Context: an optimization exercise on an open-source flow, tuned for small area and a short achievable clock period. The choices shown serve that exercise and are no tape-out recipe. The RTL was checked by simulation tests, not by an equivalence proof against the original design. Power figures rest on the tool's default switching activity, not on a simulated workload.

**flow/design.v**
```verilog
package cpuPkg;
    localparam int XLEN       = 32;
    localparam int REG_ADDR_W = 5;
    localparam int IMEM_DEPTH  = 64;
    localparam int IMEM_ADDR_W = $clog2(IMEM_DEPTH);
    localparam int DMEM_DEPTH  = 64;
    localparam int DMEM_ADDR_W = $clog2(DMEM_DEPTH);
    localparam logic [6:0] OP_RTYPE  = 7'b0110011;
    localparam logic [6:0] OP_ITYPE  = 7'b0010011;
    localparam logic [6:0] OP_LOAD   = 7'b0000011;
    localparam logic [6:0] OP_STORE  = 7'b0100011;
    localparam logic [6:0] OP_BRANCH = 7'b1100011;
endpackage
module alu (
    input  logic        a31,
    input  logic [31:0] shIn,
    input  logic [31:0] p,
    input  logic [31:0] g,
    input  logic        cin,
    input  logic        b31,
    input  logic [4:0]  shamt,
    input  logic [6:0]  sel,
    output logic [31:0] result
);
    logic [31:0] sum;
    logic        lessThan;
    logic [31:0] shOut;
    logic [31:0] shl;
    always_comb begin
        logic [31:0] gg, pp;
        gg = g;
        pp = p;
        for (int l = 0; l < 5; l++) begin
            for (int i = 0; i < 32; i++) begin
                if ((i >> l) % 2 == 1) begin
                    gg[i] = gg[i] | (pp[i] & gg[((i >> l) << l) - 1]);
                    pp[i] = pp[i] & pp[((i >> l) << l) - 1];
                end
            end
        end
        sum[0] = p[0] ^ cin;
        for (int i = 1; i < 32; i++) begin
            sum[i] = p[i] ^ (gg[i-1] | (pp[i-1] & cin));
        end
    end
    assign lessThan = (a31 ^ b31) ? a31 : sum[31];
    always_comb begin
        for (int i = 0; i < 32; i++) begin
            shl[i] = shOut[31 - i];
        end
    end
    assign shOut = shIn >> shamt;
    assign result = ({32{sel[0]}} & sum)
                  | ({32{sel[1]}} & shl)
                  | ({32{sel[2]}} & {31'd0, lessThan})
                  | ({32{sel[3]}} & p)
                  | ({32{sel[4]}} & shOut)
                  | ({32{sel[5]}} & (p | g))
                  | ({32{sel[6]}} & g);
endmodule
module decoder (
    input  logic [31:0] inst,
    input  logic [7:0]  pc,       
    input  logic [31:0] a,        
    input  logic [31:0] b,        
    output logic [31:0] p,        
    output logic [31:0] g,        
    output logic        cin,
    output logic        b31,
    output logic [31:0] shIn,     
    output logic [4:0]  shamt,
    output logic [6:0]  sel,      
    output logic        isLoad,
    output logic        taken,    
    output logic [63:0] dSel,     
    output logic [5:0]  seqA,     
    output logic [5:0]  brA       
);
    logic        isOp, isOpImm, isStore, isBranch, sub;
    logic [2:0]  f3;
    logic [31:0] immI;
    logic [31:0] bo;
    logic [31:0] bx;
    logic [7:0]  immLs;
    logic [7:0]  immB;
    logic [7:0]  brSum;
    assign isOp     = inst[6:0] == cpuPkg::OP_RTYPE;
    assign isOpImm  = inst[6:0] == cpuPkg::OP_ITYPE;
    assign isLoad   = inst[6:0] == cpuPkg::OP_LOAD;
    assign isStore  = inst[6:0] == cpuPkg::OP_STORE;
    assign isBranch = inst[6:0] == cpuPkg::OP_BRANCH;
    assign f3       = inst[14:12];
    assign immI     = {{20{inst[31]}}, inst[31:20]};
    assign sub      = (isOp & inst[30] & (f3 == 3'b000)) | (f3 == 3'b010);
    assign bo       = isOpImm ? immI : b;
    assign bx       = sub ? ~bo : bo;
    assign p     = a ^ bx;
    assign g     = a & bx;
    assign cin   = sub;
    assign b31   = bo[31];
    assign shamt = bo[4:0];
    always_comb begin
        for (int i = 0; i < 32; i++) begin
            shIn[i] = (f3 == 3'b001) ? a[31 - i] : a[i];
        end
    end
    assign sel   = {7{isOp | isOpImm}} &
                   {f3 == 3'b111, f3 == 3'b110, f3 == 3'b101, f3 == 3'b100,
                    f3 == 3'b010, f3 == 3'b001, f3 == 3'b000 || f3 == 3'b011};
    assign taken = isBranch & (f3[2:1] == 2'b00) & ((a == b) ^ f3[0]);
    assign immLs = isStore ? {inst[27:25], inst[11:7]} : inst[27:20];
    assign immB  = {inst[27:25], inst[11:8], 1'b0};
    addr8 dAddr_add (
        .a   (a[7:0]),
        .b   (immLs),
        .sel (dSel)
    );
    assign brSum = pc + immB;
    assign brA   = brSum[7:2];
    assign seqA  = pc[7:2] + 6'd1;
endmodule
module addr8 (
    input  logic [7:0]  a,
    input  logic [7:0]  b,
    output logic [63:0] sel
);
    logic [7:0] sum;
    assign sum = a + b;
    always_comb begin
        for (int i = 0; i < 64; i++) begin
            sel[i] = sum[7:2] == 6'(i);
        end
    end
endmodule
module regFile (
    input  logic [31:1][31:0] regs,
    input  logic [4:0]        rd,
    input  logic [31:0]       wd,
    input  logic              we,
    input  logic              hit,
    input  logic [4:0]        rs1M,
    input  logic [4:0]        rs2M,
    input  logic [4:0]        rs1W,
    input  logic [4:0]        rs2W,
    output logic [31:0]       rd1,
    output logic [31:0]       rd2
);
    logic [4:0]  rs1, rs2;
    logic [31:1] s1, s2;
    assign rs1 = hit ? rs1W : rs1M;
    assign rs2 = hit ? rs2W : rs2M;
    logic [31:0] r1, r2;
    always_comb begin
        for (int i = 1; i < 32; i++) begin
            s1[i] = hit ? (rs1W == 5'(i)) : (rs1M == 5'(i));
            s2[i] = hit ? (rs2W == 5'(i)) : (rs2M == 5'(i));
        end
        r1 = '0;
        r2 = '0;
        for (int i = 1; i < 32; i++) begin
            r1 = r1 | (regs[i] & {32{s1[i]}});
            r2 = r2 | (regs[i] & {32{s2[i]}});
        end
    end
    assign rd1 = (we && rd == rs1 && rs1 != '0) ? wd : r1;
    assign rd2 = (we && rd == rs2 && rs2 != '0) ? wd : r2;
endmodule
module dataMem (
    input  logic [63:0][31:0] mem,
    input  logic [63:0]       addr,
    input  logic              isLoad,
    output logic [31:0]       rdata
);
    always_comb begin
        rdata = '0;
        for (int i = 0; i < 64; i++) begin
            rdata = rdata | (mem[i] & {32{isLoad & addr[i]}});
        end
    end
endmodule
module instMem (
    input  logic [63:0][31:0] mem,
    input  logic              we,
    input  logic [5:0]        waddr,
    input  logic [31:0]       wdata,
    input  logic [5:0]        raddrA,   
    input  logic [5:0]        raddrB,   
    input  logic              selB,
    output logic [31:0]       rdata,    
    output logic [31:0]       rmem,     
    output logic              hit       
);
    logic [63:0] sel;
    logic [31:0] rd;
    always_comb begin
        for (int i = 0; i < 64; i++) begin
            sel[i] = selB ? (raddrB == 6'(i)) : (raddrA == 6'(i));
        end
        rd = '0;
        for (int i = 0; i < 64; i++) begin
            rd = rd | (mem[i] & {32{sel[i]}});
        end
    end
    assign hit    = we & (selB ? (waddr == raddrB) : (waddr == raddrA));
    assign rdata  = hit ? wdata : rd;
    assign rmem   = rd;
endmodule
module singleCpu (
    input  logic                          CLK,
    input  logic                          rst,
    input  logic                          imemWe,
    input  logic [cpuPkg::IMEM_ADDR_W-1:0] imemAddr,
    input  logic [cpuPkg::XLEN-1:0]        imemWdata,
    output logic [cpuPkg::XLEN-1:0]        pc,
    output logic [cpuPkg::XLEN-1:0]        inst,
    output logic                          wbEn,
    output logic [cpuPkg::REG_ADDR_W-1:0]  wbReg,
    output logic [cpuPkg::XLEN-1:0]        wbData
);
    logic [63:0][31:0] imem;
    logic [63:0][31:0] dmem;
    logic [31:1][31:0] regs;
    logic [31:1] pcR;       
    logic [31:0] instR;     
    logic        a31R;      
    logic [31:0] shInR;     
    logic [31:0] bR;        
    logic [31:0] pR;        
    logic [31:0] gR;        
    logic        cinR;      
    logic        b31R;      
    logic [4:0]  shamtR;    
    logic [6:0]  selR;      
    logic        loadR;     
    logic        takenR;    
    logic [63:0] dSelR;     
    logic [5:0]  seqAR;     
    logic [5:0]  brAR;      
    logic        isOp, isOpImm, isLoad, isStore, isBranch;
    logic [4:0]  rd;
    logic [2:0]  funct3;
    logic [31:0] immB;
    logic [31:0] aluOut;
    logic [31:0] dmOut;
    logic        wbOn;      
    logic        takeBranch;
    logic [31:0] pcSeq;
    logic [31:0] pcBr;
    logic [31:0] pcNext;    
    logic [31:0] instNx;    
    logic [31:0] instM;     
    logic        imHit;     
    logic [31:0] inst0;     
    logic [31:0] aNx;
    logic [31:0] bNx;
    assign pc   = {pcR, 1'b0};
    assign inst = instR;
    for (genvar i = 0; i < 64; i++) begin : g_imem
        always_ff @(posedge CLK) begin
            if (imemWe && imemAddr == 6'(i)) begin
                imem[i] <= imemWdata;
            end
        end
    end
    assign isOp     = instR[6:0] == cpuPkg::OP_RTYPE;
    assign isOpImm  = instR[6:0] == cpuPkg::OP_ITYPE;
    assign isLoad   = instR[6:0] == cpuPkg::OP_LOAD;
    assign isStore  = instR[6:0] == cpuPkg::OP_STORE;
    assign isBranch = instR[6:0] == cpuPkg::OP_BRANCH;
    assign rd       = instR[11:7];
    assign funct3   = instR[14:12];
    assign immB     = {{19{instR[31]}}, instR[31], instR[7], instR[30:25], instR[11:8], 1'b0};
    alu alu_inst (
        .a31    (a31R),
        .shIn   (shInR),
        .p      (pR),
        .g      (gR),
        .cin    (cinR),
        .b31    (b31R),
        .shamt  (shamtR),
        .sel    (selR),
        .result (aluOut)
    );
    dataMem dataMem_inst (
        .mem    (dmem),
        .addr   (dSelR),
        .isLoad (loadR),
        .rdata  (dmOut)
    );
    assign wbData = aluOut | dmOut;
    for (genvar i = 0; i < 64; i++) begin : g_dmem
        always_ff @(posedge CLK) begin
            if (isStore && !rst && dSelR[i]) begin
                dmem[i] <= bR;
            end
        end
    end
    assign wbOn  = (isOp | isOpImm | isLoad) & (rd != '0);
    assign wbEn  = wbOn & ~rst;
    assign wbReg = rd;
    logic [31:0] wdm;
    assign wdm = wbData & {32{~rst}};
    for (genvar i = 1; i < 32; i++) begin : g_regs
        always_ff @(posedge CLK) begin
            if (rst || (wbOn && rd == 5'(i))) begin
                regs[i] <= wdm;
            end
        end
    end
    assign takeBranch = takenR;
    assign pcSeq      = pc + 32'd4;
    assign pcBr       = pc + immB;
    assign pcNext     = takeBranch ? pcBr : pcSeq;
    always_ff @(posedge CLK) begin
        if (rst) begin
            pcR <= '0;
        end else begin
            pcR <= pcNext[31:1];
        end
    end
    instMem instMem_inst (
        .mem    (imem),
        .we     (imemWe),
        .waddr  (imemAddr),
        .wdata  (imemWdata),
        .raddrA (seqAR),
        .raddrB (brAR),
        .selB   (takeBranch),
        .rdata  (instNx),
        .rmem   (instM),
        .hit    (imHit)
    );
    assign inst0 = (imemWe && imemAddr == 6'd0) ? imemWdata : imem[0];
    regFile regFile_inst (
        .regs (regs),
        .rd   (rd),
        .wd   (wbData),
        .we   (wbOn),
        .hit  (imHit),
        .rs1M (instM[19:15]),
        .rs2M (instM[24:20]),
        .rs1W (imemWdata[19:15]),
        .rs2W (imemWdata[24:20]),
        .rd1  (aNx),
        .rd2  (bNx)
    );
    logic [31:0] instD;
    logic [31:0] pcD;
    logic [31:0] aD, bD;
    logic [31:0] pD, gD, shInD;
    logic        cinD, b31D, loadD, takenD;
    logic [4:0]  shamtD;
    logic [6:0]  selD;
    logic [63:0] dSelD;
    logic [5:0]  seqAD;
    logic [5:0]  brAD;
    assign instD = rst ? inst0 : instNx;
    assign pcD   = rst ? '0 : pcNext;
    assign aD    = rst ? '0 : aNx;       
    assign bD    = rst ? '0 : bNx;
    decoder decoder_inst (
        .inst   (instD),
        .pc     (pcD[7:0]),
        .a      (aD),
        .b      (bD),
        .p      (pD),
        .g      (gD),
        .cin    (cinD),
        .b31    (b31D),
        .shIn   (shInD),
        .shamt  (shamtD),
        .sel    (selD),
        .isLoad (loadD),
        .taken  (takenD),
        .dSel   (dSelD),
        .seqA   (seqAD),
        .brA    (brAD)
    );
    always_ff @(posedge CLK) begin
        instR  <= instD;
        a31R   <= aD[31];
        shInR  <= shInD;
        bR     <= bD;
        pR     <= pD;
        gR     <= gD;
        cinR   <= cinD;
        b31R   <= b31D;
        shamtR <= shamtD;
        selR   <= selD;
        loadR  <= loadD;
        takenR <= takenD;
        dSelR  <= dSelD;
        seqAR  <= seqAD;
        brAR   <= brAD;
    end
endmodule
```
**flow/standard.sh**
```bash
#!/bin/bash
# synth_recipe.tcl (not shown) runs the flow's synth.tcl, then flattens the netlist and writes it again
# the make line also repeats each setting of config.mk as NAME=value (left out here)
make -C /OpenROAD-flow-scripts/flow DESIGN_CONFIG=/design/flow/config.mk WORK_HOME=/design/flow/orfs CLKGATE_MAP_FILE= SYNTH_SCRIPT=/design/flow/synth_recipe.tcl "${@:-finish}"
```
**flow/flow/fastroute.tcl**
```tcl
# Global routing: keep more of met1/met2 free for pin access and local
# wiring, so more of the long routes go to met3/met4.
set_global_routing_layer_adjustment met1 0.6
set_global_routing_layer_adjustment met2 0.35
set_global_routing_layer_adjustment met3-$::env(MAX_ROUTING_LAYER) 0.2

set_routing_layers -clock $::env(MIN_CLK_ROUTING_LAYER)-$::env(MAX_ROUTING_LAYER)
set_routing_layers -signal $::env(MIN_ROUTING_LAYER)-$::env(MAX_ROUTING_LAYER)
```
**flow/constraint.sdc**
```tcl
create_clock -name core_clock -period 18.0 [get_ports {CLK}]
set_input_delay 3.6000 -clock core_clock [delete_from_list [all_inputs] [get_ports {CLK}]]
set_output_delay 3.6000 -clock core_clock [all_outputs]
set_load 0.01 [all_outputs]
```
**flow/flow/run.sh**
```bash
#!/bin/bash
# Standard ORFS layout (standard synthesis, unchanged SDC), with timing
# repair aimed well below the clock period, plain buffers on the ports and
# global routing that leaves more room on met1/met2.
set -euo pipefail
bash standard.sh \
  SETUP_SLACK_MARGIN=10.3 \
  "BUFFER_PORTS_ARGS=-buffer_cell sky130_fd_sc_hd__buf_4" \
  FASTROUTE_TCL="$PWD/flow/fastroute.tcl" \
  finish > flow_standard.log 2>&1
```
**flow/config.mk**
```make
export PLATFORM = sky130hd
export DESIGN_NAME = singleCpu
export DESIGN_NICKNAME = singleCpu
export VERILOG_FILES = /design/flow/design.v
export SDC_FILE = /design/flow/constraint.sdc
export NUM_CORES = 4
export LEC_CHECK = 0
export CAP_MARGIN = 20
export CELL_PAD_IN_SITES_DETAIL_PLACEMENT = 1
export CELL_PAD_IN_SITES_GLOBAL_PLACEMENT = 2
export CORE_MARGIN = 2
export CORE_UTILIZATION = 25
export CTS_CLUSTER_DIAMETER = 90
export CTS_CLUSTER_SIZE = 26
export PLACE_DENSITY = 0.4
export SLEW_MARGIN = 20
export SYNTH_HIERARCHICAL = 1
```
==> metrics.cfg, run 1 <==
[outcome]
outcome = complete, no violations

[yosys]
syn_nets = 13252
netlist_instances = 13133
yosysWarningCount = 13
syn_area_um2 = 212300
avgSynthCellArea_um2 = 16.17

[clocking]
clock_latency_ns = 1.16
cts.path.max_buffers = 4
cts_tree = yes
clkTransAtPathRegs_ns = 0.10
htreeDepth = 5
ctsHoldBuffers = 0
clock_sinks = 5372
clockRootBuffer = clkbuf_16
cts_made_buffers = 359

[timing]
finalHoldViolations = 0
tightestPinTransition_ns = 1.260
max_freq_mhz = 124.1
setup_violations = 0
rsz0062_at_grt = true
slew_violations = 0
post-route-period-util_pct = 44.76
period_needed_ns = 8.056
fin_tns_setup_ns = 0
finClkSkew_ns = 0.1226
maxSlewHeadroom_pct = 15.26

[routing]
ant_nets = 0
wl_per_cell_um = 47.82
vias = 140089
post-route-drc-count = 0
dr.first_iter.drc_count = 9469
via_per_inst = 5.467
dr.pass1.iters = 9
routed_wl_mm = 1225

[floorplan]
die_w_um = 925.6
die-area_um2 = 856700
core_area_um2 = 846700
dieHeight_um = 925.6
io_pins = 143
initial_core_util_pct = 25.08
rows = 338

[layout]
fin_nets = 14083
drive_above_1_share_pct = 23.18
syn2layout_area_growth_pct = 20.67
final_area_um2 = 256200

[setup_path]
path_cells = buf_12, a22o_4, a221oi_4, nand4_1, nor3_4, a21boi_4, or2_4, buf_6
crit_slowest_cell = nand4_1
crit_path_max_fanout = 5
max_stage_delay_ns = 0.84
crit_arrival_ns = 4.46
cp.required_ns = 14.40
crit_type = reg -> out
startpoint_type = flip-flop
endpoint_kind = output port

[power_and_ir_drop]
leakage_nw = 82.09
p_per_area_nw_per_um2 = 120.0
irDropWorstVdd_mv = 0.07799

[global_route]
grt_max_degree = 66
grt_overflow = 0
grt_pass1_wl_mm = 1577
first_global_vias = 152575
grt_antenna_before_repair = 137
grt_usage_pct = 36.26

[flow_run]
drv_cap = 0

[place]
place.gp.congestion = 0.9351
hpwl_mm = 758.1
placed_cell_area_um2 = 230800
io_buffer_count = 141

[hold_path]
hold_class = reg -> reg

==> metal layers <==
| layer | vias to the layer above | global-route usage (%) | part of all wire [%] |
|---|---|---|---|
| met1 | 71964 | 54.99 | 33 |
| met3 | 2754 | 24.30 | 17 |
| li1 | 56361 | - | - |
| met2 | 8862 | 49.70 | 42 |
| met5 | - | 1.471 | 0.27 |
| met4 | 148 | 18.50 | 7.6 |
==> cell type report <==
type,count,area [um^2]
Timing Repair Buffer,1347,14570
Multi-Input combinational cell,6854,55350
Clock buffer,383,9285
Timing Repair inverter,2,25.02
Antenna cell,136,340.3
Inverter,28,131.4
Sequential cell,5372,158400
Tap cell,11220,14040
Clock inverter,283,4061
Fill cell,86723,590400
==> stage by stage <==
stage               hold WS (ns)  std cells  utilization [%]  worst slack (ns)  power, W
global route              0.5136      25547            30.24             9.911   0.03173
floorplan                 0.4623      13133                -             10.11   0.01698
finish                    0.5005      25625            30.26             9.944   0.03075
detailed placement        0.4693      24370            27.26             6.536   0.02037
CTS                       0.4831      25373            29.90             9.866   0.03092
global placement          0.4772      24356            27.22             5.791   0.02034
==> path summary, 6_finish.rpt <==
check / startpoint / to / slack (ns) / cells after the start
worst min register to register: bR[15] / dmem[1135] / 0.50 / 0
worst max register to register: takenR / dSelR[36] / 10.06 / 27
worst max-delay path: dSelR[15] / wbData[28] / 9.94 / 8
worst min-delay path: bR[15] / dmem[1135] / 0.50 / 0
==> cells in the final DEF (no fill, tap or decap), types with 253 or more instances in the layout <==
cell type and instances:
o21ai_0 288, nand3_1 275, a21boi_0 405, clkbuf_16 374
nand4_1 285, nor2_1 253, nand2_1 542, a22o_1 306
a22oi_1 1790, edfxtp_1 5056, buf_4 928
==> power by group <==
part           internal, W  total (W)  switching (W)
clock network      0.00441    0.00977        0.00536
logic              0.00174    0.00594        0.00419
registers           0.0144     0.0150       0.000620
==> state kept, by name (all words and copies together) (netlist names), 5 cells and up <==
| name | count |
|---|---|
| bR | 32 |
| instR | 32 |
| dSelR | 64 |
| dmem | 2048 |
| seqAR | 6 |
| shInR | 32 |
| regs | 992 |
| imem | 2048 |
| selR | 7 |
| pcR | 31 |
| pR | 32 |
| shamtR | 5 |
| gR | 32 |
| brAR | 6 |
==> critical path: cells and delay by family, from the launching register on <==
kind / cells / cell delay [ns]
simple gates: 3 / 1.98
buf+inv: 2 / 0.31
compound gates: 3 / 0.63
flops: 1 / 0.43
==> repair_timing <==
item                        CTS  global route
pin swaps                   227           166
gates cloned                 39             8
resized for setup          1038           275
setup buffers               298           102
setup endpoints to repair   234           101
==> inputs of run 2 (changes only) <==
--- a/flow/flow/run.sh
+++ b/flow/flow/run.sh
@@ -6,3 +6,3 @@
 bash standard.sh \
-  SETUP_SLACK_MARGIN=10.3 \
+  SETUP_SLACK_MARGIN=10 \
   "BUFFER_PORTS_ARGS=-buffer_cell sky130_fd_sc_hd__buf_4" \
--- a/flow/config.mk
+++ b/flow/config.mk
@@ -12,4 +12,4 @@
 export CORE_UTILIZATION = 25
-export CTS_CLUSTER_DIAMETER = 90
-export CTS_CLUSTER_SIZE = 26
+export CTS_CLUSTER_DIAMETER = 80
+export CTS_CLUSTER_SIZE = 20
 export PLACE_DENSITY = 0.4
==> metrics.cfg, run 2 <==
[outcome]
outcome = complete, no violations

[yosys]
syn_nets = 13252
syn_area_um2 = 212300
netlist_instances = 13133
avgSynthCellArea_um2 = 16.17
yosysWarningCount = 13

[layout]
fillCellCount = 86958
top_regs = dmem x2048, imem x2048, regs x992
final_area_um2 = 255000
final_common_cell = edfxtp_1
utilization_pct = 30.12
multi_input_area_um2 = 54610
final_cells = 25618
drive_above_1_share_pct = 22.15
final_cell_mix = edfxtp_1, a22oi_1, buf_4
syn2layout_area_growth_pct = 20.09
seqCellArea_um2 = 158400
fin_nets = 14032

[clocking]
clkTransAtPathRegs_ns = 0.08
cts.path.max_buffers = 4
clockRootBuffer = clkbuf_16
clock_sinks = 5372
htreeDepth = 5
clock_latency_ns = 1.13
cts_tree = yes
cts_made_buffers = 428

[timing]
rsz0062_at_grt = true
finalHoldViolations = 0
post-route-period-util_pct = 45.18
slew_violations = 0
max_freq_mhz = 123.0
finClkSkew_ns = 0.1087
fin_tns_setup_ns = 0
period_needed_ns = 8.133
setup_violations = 0
maxSlewHeadroom_pct = 17.81
tightestPinTransition_ns = 1.233

[global_route]
use_met2_pct = 49.87
grtUsageMet3_pct = 23.95
grt_max_degree = 85
grt_pass1_wl_mm = 1582
grt_antenna_before_repair = 135
grt_usage_pct = 36.48
first_global_vias = 151940
grt.busiest_layer = met1
use_met1_pct = 55.72
grt_overflow = 0

[place]
place.gp.congestion = 0.9497
placed_cells = 24366
placed_cell_area_um2 = 230600
hpwl_mm = 766.2
io_buffer_count = 141

[power_and_ir_drop]
leakage_nw = 81.59
irDropWorstVdd_mv = 0.09232
p_sw_w = 0.01028
switching_share_pct = 32.68
sequentialPowerShare_pct = 48.2
p_int_w = 0.02117
p_per_area_nw_per_um2 = 123.3
combPwrFrac_pct = 18.3
clockPowerShare_pct = 33.4

[setup_path]
crit_type = reg -> reg
startpoint_type = flip-flop
crit_arrival_ns = 9.13
crit_path_max_fanout = 21
endpoint_kind = flip-flop
cp.required_ns = 19.00

[floorplan]
io_pins = 143
die-area_um2 = 856700
core_area_um2 = 846700
die_w_um = 925.6
initial_core_util_pct = 25.08
rows = 338
dieHeight_um = 925.6

[routing]
vias = 140189
dr.pass1.iters = 6
via_per_inst = 5.472
post-route-drc-count = 0
dr.first_iter.drc_count = 9414
ant_nets = 0
routed_wl_mm = 1235
wl_per_cell_um = 48.20

[flow_run]
drv_cap = 0

[hold_path]
hold_class = reg -> reg

## run 2: cell count changes in the layout (fill, tap and decap cells not counted), moves of 19 or more
| cell | before | now |
|---|---|---|
| clkinv_4 | 15 | 43 |
| buf_12 | 156 | 124 |
| nor2_1 | 253 | 276 |
| clkinv_8 | 66 | 44 |
| dfxtp_1 | 212 | 243 |
| clkbuf_16 | 374 | 445 |
| inv_6 | 42 | 62 |
| dfxtp_2 | 49 | 21 |
| a221oi_2 | 99 | 69 |
| buf_4 | 928 | 894 |
| clkinv_2 | 9 | 28 |
| a221oi_1 | 209 | 248 |
## run 2: worst max-delay path: stages (launching register included)
cell and delay, ns:
dfxtp_4 0.45, buf_12 0.20, nand3b_1 0.13, buf_4 0.31
buf_6 0.25, nand2_4 0.23, buf_6 0.29, buf_6 0.25
a22oi_1 0.27, o21ai_0 0.21, or4_4 0.56, or4_4 0.68
nor4b_4 0.50, o22a_4 0.32, buf_6 0.29, a22o_1 0.18
a221oi_1 0.04, and4_1 0.25, a41oi_4 0.55, nor2b_4 0.31
xor2_2 0.17, nor4_4 0.38, nand4_1 0.28, or4_4 0.55
a211oi_2 0.22
## run 2: power by group through the flow
stage	clock [W]	combinational [W]	sequential [W]
finish	0.0105	0.00576	0.0152
global route	0.0111	0.00607	0.0152
CTS	0.0108	0.00557	0.0152
detailed placement	0	0.00495	0.0155
global placement	0	0.00492	0.0155
floorplan	0	0.00191	0.0151
## run 2: cell type report
class / instances / area share (%)
Multi-Input combinational cell: 6854 / 21.42
Clock inverter: 328 / 1.590
Clock buffer: 464 / 4.303
Timing Repair Buffer: 1228 / 4.907
Sequential cell: 5372 / 62.11
Timing Repair inverter: 1 / 0.002944
Tap cell: 11220 / 5.505
Inverter: 28 / 0.04760
Antenna cell: 123 / 0.1207
## run 2: what timing repair did
item	in CTS	in global routing
endpoints found under the setup margin	233	114
cloned	22	13
endpoints found under the hold margin	0	0
hold buffers	0	0
gates resized for setup	696	321
pin swaps	179	121
buffers inserted	180	118
## run 2: path summary, 6_finish.rpt
kind / startpoint / end / slack [ns] / cells after the start
setup reg to reg: takenR / takenR / 9.87 / 24
hold reg to reg: imem[1] / imem[1] / 0.51 / 1
hold / removal: imem[1] / imem[1] / 0.51 / 1
setup / recovery: takenR / takenR / 9.87 / 24
## run 2: through the flow
stage	total power, W	hold slack (ns)	setup WS [ns]
after global placement	0.02042	0.4773	6.003
final	0.03145	0.5088	9.867
after CTS	0.03154	0.5057	9.759
after detailed placement	0.02046	0.4830	6.163
after floorplan	0.01697	0.4623	10.08
after global routing	0.03243	0.5200	9.719
## run 2: per-layer routing
| metal | vias to the layer above | wire length (um) |
|---|---|---|
| li1 | 56359 | - |
| met5 | - | 1886 |
| met2 | 9104 | 516500 |
| met3 | 2789 | 211200 |
| met1 | 71817 | 406300 |
| met4 | 120 | 98970 |
==> inputs of run 3 (changes only) <==
--- a/flow/flow/run.sh
+++ b/flow/flow/run.sh
@@ -6,3 +6,3 @@
 bash standard.sh \
-  SETUP_SLACK_MARGIN=10 \
+  SETUP_SLACK_MARGIN=9.8 \
   "BUFFER_PORTS_ARGS=-buffer_cell sky130_fd_sc_hd__buf_4" \
==> metrics.cfg, run 3 <==
[outcome]
outcome = complete, no violations

[hold_path]
holdPathEnd = imem[7]
worst_hold_startpoint = imem[7]
worstHoldPathCells = 1
hold_class = reg -> reg

[clocking]
clock_sinks = 5372
cts_tree = yes
clkTransAtPathRegs_ns = 0.08
clockRootBuffer = clkbuf_16
htreeDepth = 5
ctsHoldBuffers = 0
clock_latency_ns = 1.16
cts.path.max_buffers = 4
cts_made_buffers = 431

[layout]
final_cells = 25526
fin_nets = 13940
final_cell_mix = edfxtp_1, a22oi_1, buf_4
syn2layout_area_growth_pct = 19.04
top_regs = dmem x2048, imem x2048, regs x992
drive_above_1_share_pct = 21.48
final_common_cell = edfxtp_1

[routing]
post-route-drc-count = 0
wl_per_cell_um = 47.78
ant_nets = 0
vias = 139608
via_per_inst = 5.469
routed_wl_mm = 1220
dr.first_iter.drc_count = 10128
dr.pass1.iters = 10

[timing]
rsz0062_at_grt = true
finalHoldViolations = 0
post-route-period-util_pct = 45.49
maxSlewHeadroom_pct = 20.45
fin_tns_setup_ns = 0
tightestPinTransition_ns = 1.190
max_freq_mhz = 122.1
period_needed_ns = 8.189
finClkSkew_ns = 0.1051
setup_violations = 0
slew_violations = 0

[setup_path]
path_buf_inv = 11
reg2reg_depth = 30
crit_top_cell = buf_4
max_stage_delay_ns = 0.57
r2r-end = dSelR[8]
crit_type = reg -> reg
startpoint_type = flip-flop
crit_slowest_cell = a2111oi_1
cp.required_ns = 19.05
timing.rr.start = takenR
critPathTopFamily = buffers and inverters
crit_arrival_ns = 9.24
endpoint_kind = flip-flop
crit_path_max_fanout = 30
rrSetupSlack_ns = 9.81

[floorplan]
die-area_um2 = 856700
rows = 338
initial_core_util_pct = 25.08
io_pins = 143
core_area_um2 = 846700
dieHeight_um = 925.6
die_w_um = 925.6

[global_route]
grt_usage_pct = 36.02
grt_pass1_wl_mm = 1568
grt_overflow = 0
first_global_vias = 151864
grt_max_degree = 67
grt_antenna_before_repair = 157

[power_and_ir_drop]
leakage_nw = 80.84
irDropWorstVdd_mv = 0.09709
p_per_area_nw_per_um2 = 124.6

[place]
placed_cells = 24409
hpwl_mm = 767.4
io_buffer_count = 141
place.gp.congestion = 0.9530

[yosys]
avgSynthCellArea_um2 = 16.17
syn_nets = 13252
netlist_instances = 13133
yosysWarningCount = 13
syn_area_um2 = 212300

[flow_run]
drv_cap = 0

run 3: worst max path at each step:
stage | cells after the start | endpoint | slack, ns | start
finish | 30 | dSelR[8] | 9.81 | takenR
global route | 25 | takenR | 9.74 | takenR
CTS | 23 | dSelR[60] | 9.80 | imemAddr[5]
detailed placement | 21 | dSelR[36] | 6.21 | imemAddr[5]
global placement | 25 | dSelR[34] | 5.58 | takenR
floorplan | 25 | dSelR[0] | 9.81 | imemAddr[0]
run 3: metrics by stage:
stage | total power [W] | instance area [um^2] | utilization, % | hold WS [ns] | setup slack, ns
after floorplan | 0.01695 | 212400 | - | 0.4623 | 9.811
after global placement | 0.02069 | 230600 | 27.24 | 0.4801 | 5.582
after detailed placement | 0.02072 | 231100 | 27.29 | 0.4807 | 6.210
after CTS | 0.03169 | 250200 | 29.55 | 0.4995 | 9.801
after global routing | 0.03250 | 252600 | 29.83 | 0.5188 | 9.740
final | 0.03151 | 252800 | 29.85 | 0.4993 | 9.811
run 3: report_power, final:
group / internal [W] / leakage (nW) / total [W] / switching [W]
Clock: 0.00517 / 7.32 / 0.0106 / 0.00544
Combinational: 0.00162 / 23.6 / 0.00582 / 0.00420
Sequential: 0.0144 / 50.0 / 0.0151 / 0.000666
Total: 0.0212 / 80.8 / 0.0315 / 0.0103
run 3: cell type report:
cell class                 instances  area, um^2
tap                            11220       14040
timing repair inverter             1       7.507
sequential                      5372      158400
inverter                          28       135.1
timing repair buffer            1134       11210
antenna                          111       277.8
multi-input combinational       6853       53570
clock buffer                     480       11220
clock inverter                   327        3939
fill                           87152      593900
run 3: timing repair:
action,in CTS,in global routing
cloned,16,13
setup buffers,82,82
resized for setup,585,209
setup endpoints to repair,233,73
pin swaps,78,85
run 3: layer usage:
metal	share of wire (%)	wire, um	GRT usage (%)	vias up
li1	-	-	-	56130
met1	33	397200	54.76	71282
met2	42	506900	49.23	8920
met3	18	213700	23.98	3068
met4	8.1	98410	18.77	208
met5	0.28	3426	1.194	-
==> inputs of run 4 (changes only) <==
--- a/flow/flow/run.sh
+++ b/flow/flow/run.sh
@@ -6,3 +6,3 @@
 bash standard.sh \
-  SETUP_SLACK_MARGIN=9.8 \
+  SETUP_SLACK_MARGIN=10.3 \
   "BUFFER_PORTS_ARGS=-buffer_cell sky130_fd_sc_hd__buf_4" \
--- a/flow/config.mk
+++ b/flow/config.mk
@@ -11,6 +11,6 @@
 export CORE_MARGIN = 2
-export CORE_UTILIZATION = 25
-export CTS_CLUSTER_DIAMETER = 80
-export CTS_CLUSTER_SIZE = 20
-export PLACE_DENSITY = 0.4
+export CORE_UTILIZATION = 30
+export CTS_CLUSTER_DIAMETER = 90
+export CTS_CLUSTER_SIZE = 26
+export PLACE_DENSITY = 0.45
 export SLEW_MARGIN = 20
==> metrics.cfg, run 4 <==
[outcome]
outcome = complete, no violations

[routing]
wl_per_cell_um = 50.13
dr.pass1.iters = 9
dr.first_iter.drc_count = 10544
vias = 140982
routed_wl_mm = 1184
via_per_inst = 5.969
post-route-drc-count = 0
ant_nets = 0

[timing]
slew_violations = 0
finClkSkew_ns = 0.1090
tightestPinTransition_ns = 1.359
post-route-period-util_pct = 43.69
setup_violations = 0
maxSlewHeadroom_pct = 7.081
finalHoldViolations = 0
rsz0062_at_grt = true
period_needed_ns = 7.864
fin_tns_setup_ns = 0
max_freq_mhz = 127.2

[floorplan]
die-area_um2 = 714500
core_area_um2 = 706700
dieHeight_um = 845.3
rows = 309
die_w_um = 845.3
initial_core_util_pct = 30.04
io_pins = 143

[clocking]
cts.path.max_buffers = 4
htreeDepth = 5
clock_sinks = 5372
clkTransAtPathRegs_ns = 0.10
clock_latency_ns = 1.14
cts_made_buffers = 317
cts_tree = yes
clockRootBuffer = clkbuf_16

[setup_path]
cp.required_ns = 18.95
critPathCapture = dSelR[17]
crit_path_max_fanout = 6
crit_arrival_ns = 8.82
rrSetupSlack_ns = 10.14
timing.rr.start = takenR
critPathLaunch = imemAddr[5]
startpoint_type = primary input
endpoint_kind = flip-flop
crit_type = in -> reg
r2r-end = dSelR[17]
reg2reg_depth = 28

[place]
placed_cell_area_um2 = 227700
place.gp.congestion = 0.9570
io_buffer_count = 141
hpwl_mm = 710.5
placed_cells = 22420

[layout]
drive_above_1_share_pct = 21.92
final_cell_mix = edfxtp_1, a22oi_1, buf_4
syn2layout_area_growth_pct = 18.36
fillCellCount = 70438
final_cells = 23621
utilization_pct = 35.56
final_area_um2 = 251300
top_regs = dmem x2048, imem x2048, regs x992
fin_nets = 13999
final_common_cell = edfxtp_1

[global_route]
grt_antenna_before_repair = 166
grt_overflow = 0
grt_pass1_wl_mm = 1525
first_global_vias = 151841
grt_usage_pct = 42.04
grt_max_degree = 84

[yosys]
yosysWarningCount = 13
netlist_instances = 13133
syn_nets = 13252
avgSynthCellArea_um2 = 16.17
syn_area_um2 = 212300

[flow_run]
drv_cap = 0

[power_and_ir_drop]
leakage_nw = 80.73
p_per_area_nw_per_um2 = 118.1
irDropWorstVdd_mv = 0.08010

[hold_path]
hold_class = reg -> reg

==> run 4: layer usage <==
metal / global-route usage (%) / wire, um / up-vias / part of all wire (%)
met5: 4.199 / 5655 / - / 0.48
met4: 23.78 / 99740 / 183 / 8.4
met3: 30.20 / 219200 / 3079 / 19
met2: 55.60 / 484200 / 10217 / 41
met1: 61.65 / 375300 / 71338 / 32
li1: - / - / 56165 / -
==> run 4: layout make-up <==
type	count	area, um^2	share of cell area, %
Antenna cell	161	402.9	0.1603
Clock buffer	356	8237	3.277
Clock inverter	213	2854	1.136
Inverter	28	135.1	0.05377
Multi-Input combinational cell	6856	55080	21.92
Sequential cell	5372	158400	63.02
Tap cell	9330	11670	4.645
Timing Repair Buffer	1303	14530	5.783
Timing Repair inverter	2	18.77	0.007468
==> run 4: through the flow <==
stage | hold slack (ns) | worst slack [ns] | power, W
floorplan | 0.4623 | 10.11 | 0.01698
global placement | 0.4530 | 6.477 | 0.02017
detailed placement | 0.4522 | 6.664 | 0.02020
CTS | 0.4372 | 10.08 | 0.02962
global route | 0.4564 | 10.01 | 0.03053
finish | 0.4684 | 10.14 | 0.02969
==> run 4: how the worst min path moves through the flow <==
stage                         from    endpoint  slack, ns  cells past startpoint
after floorplan           imem[28]    imem[28]       0.46                      1
after global placement      bR[15]  dmem[1743]       0.45                      0
after detailed placement    bR[15]  dmem[1743]       0.45                      0
after CTS                   bR[31]  dmem[1759]       0.44                      0
after global routing        bR[31]  dmem[1759]       0.46                      0
final                       bR[31]  dmem[1759]       0.47                      0
==> run 4: repair_timing <==
action | in CTS | in global routing
hold buffers | 0 | 0
pin swaps | 206 | 207
gates cloned | 46 | 20
setup buffers | 274 | 124
resized for setup | 963 | 305
endpoints found under the hold margin | 0 | 0
setup endpoints to repair | 233 | 90
==> run 4: worst max-delay path, cell delays in order <==
cell	delay (ns)
buf_8	0.10
xor2_1	0.18
nand4_1	0.15
or4_4	0.45
buf_12	0.20
clkinv_16	0.10
buf_16	0.13
or4bb_4	0.49
buf_6	0.14
a22oi_4	0.23
buf_12	0.18
buf_6	0.11
a22o_1	0.17
a221oi_2	0.05
and3_4	0.22
a41oi_4	0.34
nor2b_4	0.25
buf_12	0.13
ha_4	0.20
and3_4	0.15
o41a_1	0.43
and3b_2	0.34
buf_6	0.15
o211ai_4	0.21
nor2_1	0.08
==> run 4: where the power goes <==
group	switching (W)	internal, W	total [W]
logic	0.00408	0.00176	0.00585
clock network	0.00496	0.00373	0.00870
registers	0.000724	0.0144	0.0151
total	0.00977	0.0199	0.0297

separate check: timing with driven ports:
Ports are ideal in the flow. The routed layouts listed here were re-timed in OpenROAD.
Step 1: set_driving_cell puts a clkbuf_16 on CLK and a buf_2 on each other input, an assumption about the parent block.
Step 2, shift: input delay + t, output delay - t, t = (earliest + latest rising clock arrival at the registers) / 2. This alone moves slack from input paths to output paths.
a / b / c = ideal / step 1 / step 2; a / b = the first two.
run | t, ns | setup slack, ns | latest minus earliest clock arrival (ns) | worst data-port slew with drivers (ns)
run 1 | 1.224 | 9.944 / 9.810 / 8.842 | 0.135 / 0.134 | 0.41
run 2 | 1.238 | 9.867 / 9.785 / 8.782 | 0.140 / 0.141 | 0.41
run 3 | 1.255 | 9.811 / 9.716 / 8.742 | 0.135 / 0.134 | 0.45
run 4 | 1.208 | 10.136 / 9.808 / 8.907 | 0.155 / 0.155 | 0.69
After both steps every run listed still meets setup and hold. For run 4, which loses most, drivers alone change the setup slack by -0.328 ns; drivers and shift together by -1.229 ns.
